This is an optimization exercise on Yosys and OpenROAD, whose aim is small area, a short achievable clock period and few clock cycles per item, not a production implementation. No functional check of the RTL was part of any run shown here.

## flow/design.v (module list and top-level ports; edited modules follow where they fit)
// module idct_fa: 10 lines
// module idct_ha: 9 lines
// module idct_core: 893 lines
// module idct_flow_ctrl: 96 lines
// module idct8_top: 64 lines
module idct8_top #(
        parameter int ROUND_SHIFT = 7
) (
        input  logic                    clk,
        input  logic                    reset,
        input  logic                    in_req,
        input  idct_pkg::coef_vec_t     coef,
        input  logic                    out_ack,
        output logic                    in_ack,
        output logic                    out_req,
        output idct_pkg::sample_vec_t   samples
);
  // ...
==> flow/flow/run.sh <==
#!/bin/bash
# The standard layout (standard.sh, unchanged synthesis), with plain buf_1 cells as the
# input and output port buffers instead of the default clkdlybuf4s50_1
set -euo pipefail
bash standard.sh "BUFFER_PORTS_ARGS=-buffer_cell sky130_fd_sc_hd__buf_1" finish > standard.log 2>&1
==> flow/standard.sh <==
#!/bin/bash
# synth_recipe.tcl (not shown) runs the flow's synth.tcl, then flattens the netlist and writes it again
# the make line also repeats each setting of config.mk as NAME=value (left out here)
make -C /OpenROAD-flow-scripts/flow DESIGN_CONFIG=/design/flow/config.mk WORK_HOME=/design/flow/orfs CLKGATE_MAP_FILE= SYNTH_SCRIPT=/design/flow/synth_recipe.tcl "${@:-finish}"
==> flow/config.mk <==
export PLATFORM = sky130hd
export DESIGN_NAME = idct8_top
export DESIGN_NICKNAME = idct8_top
export VERILOG_FILES = /design/flow/design.v
export SDC_FILE = /design/flow/constraint.sdc
export NUM_CORES = 4
export LEC_CHECK = 0
export ABC_CLOCK_PERIOD_IN_PS = 2500
export CAP_MARGIN = 20
export CORE_MARGIN = 2
export CORE_UTILIZATION = 40
export SLEW_MARGIN = 20
export SYNTH_HIERARCHICAL = 1
export SYNTH_MINIMUM_KEEP_SIZE = 0
==> flow/constraint.sdc <==
create_clock -name core_clock -period 9.0 [get_ports {clk}]
set_input_delay 1.8000 -clock core_clock [delete_from_list [all_inputs] [get_ports {clk}]]
set_output_delay 1.8000 -clock core_clock [all_outputs]
set_load 0.01 [all_outputs]
==> summary.md, run 1 <==
| Metric | Value |
|---|---|
| CTS buffer count | `45` |
| Die ar. | `around 55000 sq um` |
| Met3 usage | `0.03769` |
| Crit-path slowest cell | `fa_1` |
| RSZ-0062 raised after global routing | `no` |
| Compound-Gate Fraction of Synth Area | `0.04592` |
| Status | `finished clean` |
| Chip width | `around 230 microns` |
| Synth top area share | `0.3376` |
| Clock sink count | `about 410` |
| Commonest non-fill, non-tap cell in the layout | `fa_1` |
| Port bufs | `between 200 and 300` |
| TNS Setup | `0 ns` |
| #MultiIn Comb | `about 800` |
| Via Count | `11380` |
| Slew Limit Fails | `0` |
| Largest family of logic cells by synthesized area | `adder cells` |
| Post-place setup slack | `5.051 ns` |
| Final Util | `0.4679` |
| Post-Syn Instances | `1333` |
| GR Util met1 | `0.2623` |
| Fraction of area in registers | `0.4036` |
| Critical R2R Launch | `idct_core_inst.e_q0[3]$_DFF_P_` |
| CTS HTree Levels | `2` |
| Final Hold Fails | `0` |
| Max reg flops | `144` |
| Synth top cells by count | `fa_1, dfxtp_1, edfxtp_1, inv_1, ha_1` |
==> inputs of run 2 (changes only) <==
--- a/flow/config.mk
+++ b/flow/config.mk
@@ -5,7 +5,6 @@
 export SDC_FILE = /design/flow/constraint.sdc
 export NUM_CORES = 4
 export LEC_CHECK = 0
-export ABC_CLOCK_PERIOD_IN_PS = 2500
 export CAP_MARGIN = 20
 export CORE_MARGIN = 2
 export CORE_UTILIZATION = 40
==> summary.md, run 2 <==
| Metric | Value |
|---|---|
| Status | `finished clean (unchanged)` |
| Cts hold-fix bufs | `0 (unchanged)` |
| Syn. warnings | `9 (unchanged)` |
| Ports | `278 (unchanged)` |
| Mapped Nets | `1904 (unchanged)` |
| Die ar. | `54930 sq um (unchanged)` |
| Count leader, synth | `fa_1 (unchanged)` |
| Rows | `84 (unchanged)` |
| Synth top area share | `0.3376 (unchanged)` |
| Post-Syn Instances | `1333 (unchanged)` |
| Root Driver | `clkbuf_16 (unchanged)` |
| CTS resizes | `0 (unchanged)` |
| Placed insts | `2279 (unchanged)` |
| TNS Setup | `0 ns (unchanged)` |
| Post-Syn Area per Cell | `15.92 sq um (unchanged)` |
| Global route overflow | `0 (unchanged)` |
| Post-synthesis sequential area ratio | `0.4673 (unchanged)` |
| Critical Path RT | `9.36 ns (about the same)` |
| Largest register by flop count | `samples (unchanged)` |
| All-layer global routing usage | `0.1863 (unchanged)` |
| Crit path DAT | `4.21 ns (about the same)` |
| Post-DP Area | `23030 sq um (unchanged)` |
| Sequential cell area | `9923 sq um (unchanged)` |
| Vias in the first global route | `12550 (unchanged)` |
| Prevailing post-synth register cell | `dfxtp_1 (unchanged)` |
| Area of the multi-input gates | `10820 sq um (unchanged)` |
| RSZ-0062 raised after global routing | `no (unchanged)` |
| DP HPWL | `40090 microns (unchanged)` |
| Initial core utilization | `0.4040 (unchanged)` |
| Router iterations before antenna repair | `5 (unchanged)` |
| Clock sink count | `414 (unchanged)` |
| Final Critical Period | `3.854 ns (unchanged)` |
| Routed wire length per instance | `21.12 microns (unchanged)` |
| Post-Layout Cell Count | `2364 (unchanged)` |
| Share of layout cells above drive strength 1 | `0.1033 (unchanged)` |
| Slew headroom | `0.3383 (unchanged)` |
| Fin area | `24590 sq um (unchanged)` |
| Synth async-reset ratio | `0.01449 (unchanged)` |
| Critical path peak fanout | `5 (unchanged)` |
| Distinct cells, synth | `58 (unchanged)` |
| CTS buffer count | `45 (unchanged)` |
| Port bufs | `277 (unchanged)` |
| Final Util | `0.4679 (unchanged)` |
| CTS max path bufs | `3 (unchanged)` |
| Total of max-cap violations | `0 (unchanged)` |
| Fmax achieved | `0.2595 GHz (unchanged)` |
| Worst Setup Path Type | `register to register (unchanged)` |
| Filler Cells Inserted | `4674 (unchanged)` |
| Max reg flops | `144 (unchanged)` |
| Startpoint types | `register (unchanged)` |
| Worst-margin pin slew | `0.9914 ns (unchanged)` |
| Via Count | `11380 (unchanged)` |
| Synth area leaders | `fa_1, dfxtp_1, edfxtp_1, ha_1, mux2_2 (unchanged)` |
| Clock-pin slew on the worst setup and hold paths | `0.06 ns (about the same)` |
| Initial antenna violation count | `4 (unchanged)` |
| Crit. End Element | `register (unchanged)` |
| Remaining antenna violation count | `0 (unchanged)` |
| Commonest non-fill, non-tap cells in the layout | `fa_1, buf_1, dfxtp_1 (unchanged)` |
| 1st-iter DRT viols | `521 (unchanged)` |
| Hold WC Path Type | `register to register (unchanged)` |
| Die extent in y | `234.4 microns (unchanged)` |
| Setup bufs post-CTS | `0 (unchanged)` |
| DRC viols | `0 (unchanged)` |
| Area growth syn-to-layout | `15.83% (unchanged)` |
| Synth top cells by count | `fa_1, dfxtp_1, edfxtp_1, inv_1, ha_1 (unchanged)` |
| Number of flops mapped to enable cells by yosys | `160 (unchanged)` |
| CTS HTree Levels | `2 (unchanged)` |
| Seq cells post-synth | `414 (unchanged)` |
| Clock Skew | `0.01995 ns (unchanged)` |
| Setup violators final | `0 (unchanged)` |
| Routability cong. | `0.8666 (unchanged)` |
| Worst skew pair latency | `0.58 ns (about the same)` |
| CTS tree | `done (unchanged)` |
| Core area | `52550 sq um (unchanged)` |
| WL final | `49940 microns (unchanged)` |
| Nets | `2209 (unchanged)` |
| Largest area contributor in the netlist | `fa_1 (unchanged)` |
| Slew Limit Fails | `0 (unchanged)` |
| First-pass GRT wire length | `75040 microns (unchanged)` |
| Final period utilization | `0.4282 (unchanged)` |
| Mapped Area | `21230 sq um (unchanged)` |
| Largest net degree at the start of global routing | `66 (unchanged)` |
| Commonest non-fill, non-tap cell in the layout | `fa_1 (unchanged)` |
| Largest registers | `samples x144, idct_flow_ctrl_inst.coef_q x128 (unchanged)` |
| Final Hold Fails | `0 (unchanged)` |
| Chip width | `234.4 microns (unchanged)` |
| Vias/cell | `4.814 (unchanged)` |
## run 2: cell counts after synthesis
Identical to the previous run, type by type.
## run 2: final cells by class
cell class	instances	share of cell area
diodes	1	0.0001018
clock buffers	63	0.05368
clock inverters	21	0.009719
inverters	91	0.01389
multi-input cells	803	0.4399
flip-flops and latches	414	0.4036
well taps	688	0.03501
repair buffers	283	0.04412
## run 2: worst max-delay path, cell delays in order, from the launching register on
cell,delay (ns)
dfxtp_1,0.34
fa_1,0.56
fa_1,0.41
ha_1,0.24
or3_4,0.41
o221ai_2,0.21
a21oi_2,0.14
o41ai_4,0.52
o31a_1,0.36
a21oi_1,0.13
a31oi_1,0.30
## run 2: per-module statistics from Yosys, one instance, submodules excluded
module | cells | copies in the design
idct8_top | 180 | 1
idct_flow_ctrl | 343 | 1
idct_core | 425 | 1
idct_fa | 1 | 358
idct_ha | 1 | 27
## run 2: path summary, 6_finish.rpt
check | from | end | slack (ns) | depth (start not counted)
min reg2reg | yp_q[8]$_DFF_P_ | samples[8]$_DFFE_PP_ | 0.40 | 0
min | yp_q[8]$_DFF_P_ | samples[8]$_DFFE_PP_ | 0.40 | 0
min in group asynchronous | reset | idct_flow_ctrl_inst.have$_DFFE_PP0P_ | 1.12 | 2
max in group asynchronous | reset | idct_flow_ctrl_inst.in_ack$_DFFE_PP0P_ | 7.63 | 2
max reg2reg | idct_core_inst.e_q0[3]$_DFF_P_ | samples[123]$_DFFE_PP_ | 5.15 | 10
max | idct_core_inst.e_q0[3]$_DFF_P_ | samples[123]$_DFFE_PP_ | 5.15 | 10
## run 2: cell families (layout without fill, tap and decap cells)
| family | count (synthesis) | in the layout | share of synthesized area |
|---|---|---|---|
| other | 0 | 1 | 0 |
| AO/OA/AOI/OAI | 152 | 152 | 0.04592 |
| multiplexers | 64 | 64 | 0.03696 |
| buffers and inverters | 116 | 458 | 0.02399 |
| flip-flops | 414 | 414 | 0.4673 |
| XOR/XNOR | 28 | 28 | 0.01155 |
| adder cells (fa/ha/maj) | 439 | 439 | 0.3854 |
| AND/OR/NAND/NOR | 120 | 120 | 0.02894 |
## run 2: metrics by stage
stage	setup WS, ns	hold slack (ns)
6_report	5.146	0.3967
5_1_grt	4.829	0.4064
4_1_cts	5.047	0.3950
3_5_place_dp	5.051	0.3887
3_3_place_gp	5.127	0.3855
2_1_floorplan	3.433	0.3552
## run 2: routing by layer
layer | up-vias | track usage | wire length [microns]
met1 | 5826 | 0.2623 | 22530
li1 | 5137 | - | -
met5 | - | 0 | 25
met4 | 4 | 0.04520 | 1025
met3 | 78 | 0.03769 | 2987
met2 | 335 | 0.2979 | 23370

re-timing with driven ports:
In the flow no input, the clock included, has a driving cell. The finished layouts below were timed again as built, in two steps. Step 1, drivers: a clkbuf_16 drives clk and a buf_2 each remaining input, both assumed. Step 2 adds t to the input delays and takes it off the output delays; t is the mean of the earliest and latest rising clock arrival at the registers after step 1. Input paths then give back, and output paths get back, about the clock's delay inside the block. a / b / c = ideal ports / drivers / drivers and shift; a / b = the first two.
run	t, ns	setup slack, ns	clock arrival spread, ns	worst data-port slew with drivers (ns)	pins driven straight from the clock port
run 1	0.631	5.146 / 5.146 / 5.092	0.020 / 0.020	0.12	1
run 2	0.631	5.146 / 5.146 / 5.092	0.020 / 0.020	0.12	1
After both steps every run listed still meets setup and hold.
